This is an optimization exercise on Yosys and OpenROAD, whose aim is small area, a short achievable clock period and few clock cycles per item, not a production implementation. Where RTL was checked, it was by simulation tests only, not by an equivalence proof against the original.

Design poly_horner_seq, start of the top module:
module poly_horner_seq (
    input  logic               clk,
    input  logic               rst,
    input  logic               coeff_we,
    input  logic [3:0]         coeff_addr,
    input  logic signed [15:0] coeff_wdata,
    input  logic signed [15:0] x,
    input  logic               start,
    output logic               busy,
    output logic               done,
    output logic signed [31:0] sum,
    output logic               ovf
);
    logic signed [15:0] r_coeff [0:10];
    logic [10:0]        r_cval;
    logic [7:0]         r_bone, r_btwo, r_bneg;
    logic signed [31:0] r_acc;
    logic signed [16:0] r_c, w_cn, w_n7;
    logic               r_ge, r_cneg, w_ge, w_cy15;
    logic [16:0]        w_y;
    logic signed [16:0] w_craw;
    logic               w_n7n;
    logic [3:0]         r_idx, w_idx_n, w_idx_r;
    logic               r_busy, r_done, r_ovf;
    logic signed [15:0] w_c, w_crd, w_c9;
    logic [7:0]         w_xone, w_xtwo, w_xneg;
    logic [47:0]        w_ra, w_rb;
    logic [31:0]        w_s, w_g0, w_p0;
    logic               w_c31, w_hi_one, w_hi_zero;
    logic               w_sovf, w_chi, w_clo, w_acc_st, w_last, w_wr;
    assign w_acc_st = start & ~r_busy;
    assign w_last   = r_busy & (r_idx == 4'd0);
    assign w_wr     = coeff_we & ~r_busy & ~start & (coeff_addr <= 4'd10);
    always_comb begin
        if (w_acc_st)          w_idx_n = 4'd9;
        else if (w_last)       w_idx_n = 4'd10;
        else if (r_busy)       w_idx_n = r_idx - 4'd1;
        else                   w_idx_n = r_idx;
    end
    always_comb begin
        if (~r_busy | w_last)  w_idx_r = 4'd10;
        else                   w_idx_r = r_idx - 4'd1;
    end
    assign w_crd = r_cval[w_idx_r] ? r_coeff[w_idx_r] : 16'sd0;
    assign w_c9  = r_cval[9] ? r_coeff[9] : 16'sd0;
  ...
Size: ~23,000 sq um of cells after synthesis.
make LEC_CHECK=0 ABC_AREA=1 CAP_MARGIN=20 CORE_MARGIN=2 CORE_UTILIZATION=40 SLEW_MARGIN=20 SYNTH_HIERARCHICAL=1 SYNTH_MINIMUM_KEEP_SIZE=0 finish   # period 9.0 ns
run.sh (not shown) runs the stock make flow with config.mk's settings and CLKGATE_MAP_FILE= SYNTH_SCRIPT=/design/flow/synth_recipe.tcl, a recipe that flattens the netlist after the stock synthesis.
The baseline ran to the end with no violations.
Testbench counts at the start, summed over its fixed seeds: cycles 14,440, evals 1,280.
==> next run, changes <==
Settings changed: SETUP_SLACK_MARGIN from default to 4.0.
After rerunning: Die area does not change; via count grows by a few percent.
==> next run, changes <==
Settings changed: SETUP_SLACK_MARGIN 4.0 to 4.3.
=>
- The changed run went through all stages and came out clean
- core utilization climbs by 2.4 points
- cell count climbs by a few percent
- setup slack improved by 0.16 ns
==> next run, changes <==
Settings changed: CORE_UTILIZATION 40 to 55, SETUP_SLACK_MARGIN 4.3 to 3.7.
Result: Clock-buffer cell count shrinks by 3. Die area goes down by a quarter to a third.


poly_horner_seq, a different RTL version from the one above (not shown whole).
Size in the first run: about 2100 cells after synthesis, roughly 270 flip-flops, ~75 I/O pins, about 22000 µm² of cells after synthesis.
make LEC_CHECK=0 ABC_AREA=1 CAP_MARGIN=20 CORE_MARGIN=2 CORE_UTILIZATION=65 PLACE_DENSITY=0.75 SLEW_MARGIN=20 SYNTH_HIERARCHICAL=1 SYNTH_MINIMUM_KEEP_SIZE=0 finish   # period 9.0 ns
The baseline passed the timing, design-rule and antenna checks.
Next try:
CORE_UTILIZATION = 40   (was 65)
PLACE_DENSITY = default   (was 0.75)
Result:
- sequential share of layout area went down by 0.67 points
- final cell count went up by about 12%
- clock skew went up by 0.0060 ns
No run of this note included a check of the RTL's function; only the layout flow was run.


Another version of the RTL of poly_horner_seq (not shown whole).
Size: about 23000 um^2 of cells after synthesis.
==> flow/config.mk <==
export PLATFORM = sky130hd
export DESIGN_NAME = poly_horner_seq
export DESIGN_NICKNAME = poly_horner_seq
export VERILOG_FILES = /design/flow/design.v
export SDC_FILE = /design/flow/constraint.sdc
export NUM_CORES = 4
export LEC_CHECK = 0
export ABC_AREA = 1
export CAP_MARGIN = 20
export CORE_MARGIN = 2
export CORE_UTILIZATION = 40
export SETUP_SLACK_MARGIN = 3.5
export SLEW_MARGIN = 20
export SYNTH_HIERARCHICAL = 1
export SYNTH_MINIMUM_KEEP_SIZE = 0
==> flow/constraint.sdc <==
create_clock -name core_clock -period 9.0 [get_ports {clk}]
set_input_delay 1.8000 -clock core_clock [delete_from_list [all_inputs] [get_ports {clk}]]
set_output_delay 1.8000 -clock core_clock [all_outputs]
set_load 0.01 [all_outputs]
The starting point completed without violations.
Testbench counts at the start, summed over its fixed seeds: cycles 14,440, evals 1,280.
Next try:
--- a/flow/config.mk
+++ b/flow/config.mk
@@ -12 +12 @@
-export SETUP_SLACK_MARGIN = 3.5
+export SETUP_SLACK_MARGIN = 3.7
The new run completed with no timing, DRC or antenna violations.
Flip-flop and latch count does not change.
Critical path depth drops by 1.


RTL: one of the versions met above, not the one the previous note started from.
Size in the first run: about 2300 cells after synthesis, ~270 flip-flops, ~75 I/O pins.
## poly_horner_seq
module poly_horner_seq (
    input  logic               clk,
    input  logic               rst,
    input  logic               coeff_we,
    input  logic [3:0]         coeff_addr,
    input  logic signed [15:0] coeff_wdata,
    input  logic signed [15:0] x,
    input  logic               start,
    output logic               busy,
    output logic               done,
    output logic signed [31:0] sum,
    output logic               ovf
);
    logic signed [15:0] r_coeff [0:10];
    logic [10:0]        r_cval;
    logic [7:0]         r_bone, r_btwo, r_bneg;
    logic signed [31:0] r_acc;
    logic signed [16:0] r_c, w_cn, w_n7;
    logic               r_ge, r_cneg, w_ge, w_cy15;
    logic [16:0]        w_y;
    logic signed [16:0] w_craw;
    logic               w_n7n;
    logic [3:0]         r_idx, w_idx_n, w_idx_r;
    logic               r_busy, r_done, r_ovf;
    logic signed [15:0] w_c, w_crd, w_c9;
    logic [7:0]         w_xone, w_xtwo, w_xneg;
    logic [47:0]        w_ra, w_rb;
    logic [31:0]        w_s, w_g0, w_p0;
    logic               w_c31, w_hi_one, w_hi_zero;
    logic               w_sovf, w_chi, w_clo, w_acc_st, w_last, w_wr;
    assign w_acc_st = start & ~r_busy;
    assign w_last   = r_busy & (r_idx == 4'd0);
    assign w_wr     = coeff_we & ~r_busy & ~start & (coeff_addr <= 4'd10);
    always_comb begin
        if (w_acc_st)          w_idx_n = 4'd9;
        else if (w_last)       w_idx_n = 4'd10;
        else if (r_busy)       w_idx_n = r_idx - 4'd1;
        else                   w_idx_n = r_idx;
    end
    always_comb begin
        if (~r_busy | w_last)  w_idx_r = 4'd10;
        else                   w_idx_r = r_idx - 4'd1;
    end
    assign w_crd = r_cval[w_idx_r] ? r_coeff[w_idx_r] : 16'sd0;
    assign w_c9  = r_cval[9] ? r_coeff[9] : 16'sd0;
    assign w_c   = w_acc_st ? w_c9 :
                   (w_wr & (coeff_addr == 4'd10)) ? coeff_wdata : w_crd;
    assign w_n7n  = w_acc_st ? x[15] : (r_bneg[7] & ~w_last);
  ...
==> flow/config.mk <==
export PLATFORM = sky130hd
export DESIGN_NAME = poly_horner_seq
export DESIGN_NICKNAME = poly_horner_seq
export VERILOG_FILES = /design/flow/design.v
export SDC_FILE = /design/flow/constraint.sdc
export NUM_CORES = 4
export LEC_CHECK = 0
export ABC_AREA = 1
export CAP_MARGIN = 20
export CORE_MARGIN = 2
export CORE_UTILIZATION = 40
export SETUP_SLACK_MARGIN = 3.7
export SLEW_MARGIN = 20
export SYNTH_HIERARCHICAL = 1
export SYNTH_MINIMUM_KEEP_SIZE = 0
==> flow/constraint.sdc <==
create_clock -name core_clock -period 9.0 [get_ports {clk}]
set_input_delay 1.8000 -clock core_clock [delete_from_list [all_inputs] [get_ports {clk}]]
set_output_delay 1.8000 -clock core_clock [all_outputs]
set_load 0.01 [all_outputs]
The starting point passed the timing, design-rule and antenna checks.
Testbench counts at the start, summed over its fixed seeds: cycles 14,440, evals 1,280.
Then changed:
Settings changed: SETUP_SLACK_MARGIN 3.7 to 3.9, TNS_END_PERCENT set to 5.
=>
- worst setup slack gets better by 0.11 ns
- design area grows by 2.5%
- wire length rises by 3.1%
Then changed:
Settings changed: CAP_MARGIN 20 to 0, SETUP_SLACK_MARGIN 3.9 to 3.7, SLEW_MARGIN 20 to 0.
Die area is unchanged; maximum frequency goes down by 2.6%; routed wire length decreases by 2.8%; worst setup slack degrades by 0.13 ns; global-route usage falls by 0.27 points; final cell count goes down by 1.3%; synthesized cell count stays the same; final area drops by 2.7%; area after synthesis is unchanged.


## run 1
Another version of the RTL of poly_horner_seq (not shown whole).
Size: roughly 2400 cells after synthesis, roughly 270 flip-flops, roughly 75 I/O pins, ~23000 um2 of cells after synthesis.
Settings: LEC_CHECK=0, ABC_AREA=1, CAP_MARGIN=20, CORE_MARGIN=2, CORE_UTILIZATION=40, SLEW_MARGIN=20, SYNTH_HIERARCHICAL=1, SYNTH_MINIMUM_KEEP_SIZE=0; clock period 9.0 ns.
Both conditions hold for run 1: the flow ran to the end and the final layout passed the timing, design-rule and antenna checks.
diff inputs: run 1 => run 4
- setting SETUP_SLACK_MARGIN to 3.7 for the first time
--- outcome ---
Relative to run 1, final net count has increased by about 2.4% in run 4.
Compared run 1 against run 4; number of well taps within noise.
Delta(design area, run 4 - run 1) > 0
Going from run 1 to run 4, via count went up 2.1%; wire length on met3 moved up.
Core region area came out exactly the same in run 1 and run 4.
No run of this note included a check of the RTL's function; only the layout flow was run.


poly_horner_seq, a different RTL version from the one above (not shown whole).
Size in the first run: about 3500 cells after synthesis, about 29000 um^2 of cells after synthesis.
clock: 9.0 ns
lec_check: 0
cap_margin: 20
core_margin: 2
core_utilization: 40
slew_margin: 20
synth_hierarchical: 1
synth_minimum_keep_size: 0
The first run completed without violations.
Rerun with:
--- a/flow/config.mk
+++ b/flow/config.mk
@@ -7,2 +7,3 @@
 export LEC_CHECK = 0
+export ABC_AREA = 1
 export CAP_MARGIN = 20
Worst setup slack got worse by 0.16 ns.
Core utilization went up by 1.7 points.
Cell area decreases by about 23%.
Sequential share of layout area is higher by 6.9 points.
Non-clock buffer count drops by 41.
Die area is lower by 25%.
Hold slack got worse by 0.018 ns.
Cell count shrinks by 33%.
Routed wire length decreases by 24%.
Fmax decreases by about 2.3%.
No functional check of the RTL was part of any run of this note.

[separate check: timing with driven ports]
How much do the figures lean on ideal ports? The routed layouts below were timed once more, with nothing changed but the port constraints. Step 1 (the two cells are an assumption about what drives the block):
set clk [get_ports {clk}]
set_driving_cell -lib_cell sky130_fd_sc_hd__clkbuf_16 $clk
set_driving_cell -lib_cell sky130_fd_sc_hd__buf_2 [delete_from_list [all_inputs] $clk]
Step 2 times the ports against the registers' clock, not the clock port: input delays grow and output delays shrink by t, the midpoint of the rising clock arrivals with the driver on. Slacks: no drivers / after step 1 / after step 2; pairs: no drivers / after step 1.
run	shift t [ns]	setup WS [ns]	worst setup path at the end	slew at the worst register clock pin (ns)	worst slew at a driven data input, ns
the first run of note 1	0.652	3.303 / 3.245 / 3.391	register to register	0.07 / 0.07	0.07
the second run of note 1	0.653	3.935 / 3.935 / 3.890	input to register	0.07 / 0.07	0.07
the third run of note 1	0.665	4.091 / 4.091 / 3.932	input to register	0.08 / 0.08	0.06
the fourth run of note 1	0.657	3.786 / 3.786 / 3.786	register to register	0.07 / 0.07	0.09
the first run of note 2	0.633	2.374 / 2.374 / 2.374	register to register	0.06 / 0.06	0.04
the second run of note 2	0.637	2.819 / 2.819 / 2.819	register to register	0.06 / 0.06	0.05
the first run of note 3	0.642	3.695 / 3.695 / 3.695	register to register	0.07 / 0.07	0.06
the second run of note 3	0.641	3.902 / 3.857 / 3.902	register to register	0.07 / 0.07	0.07
the first run of note 4	0.653	3.874 / 3.816 / 3.910	input to register	0.07 / 0.07	0.06
the second run of note 4	0.649	3.984 / 3.949 / 3.889	input to register	0.07 / 0.07	0.06
the third run of note 4	0.657	3.852 / 3.792 / 3.861	input to register	0.07 / 0.07	0.07
run 1	0.647	3.348 / 3.348 / 3.348	register to register	0.07 / 0.07	0.11
run 4	0.641	3.899 / 3.899 / 3.688	input to register	0.08 / 0.08	0.11
the first run of note 6	0.591	2.258 / 2.258 / 2.258	register to register	0.07 / 0.07	0.06
the second run of note 6	0.632	2.099 / 2.099 / 2.099	register to register	0.07 / 0.07	0.07
After both steps every run listed still meets setup and hold. For run 4, which loses most, drivers alone change the setup slack by 0.000 ns; drivers and shift together by -0.211 ns.
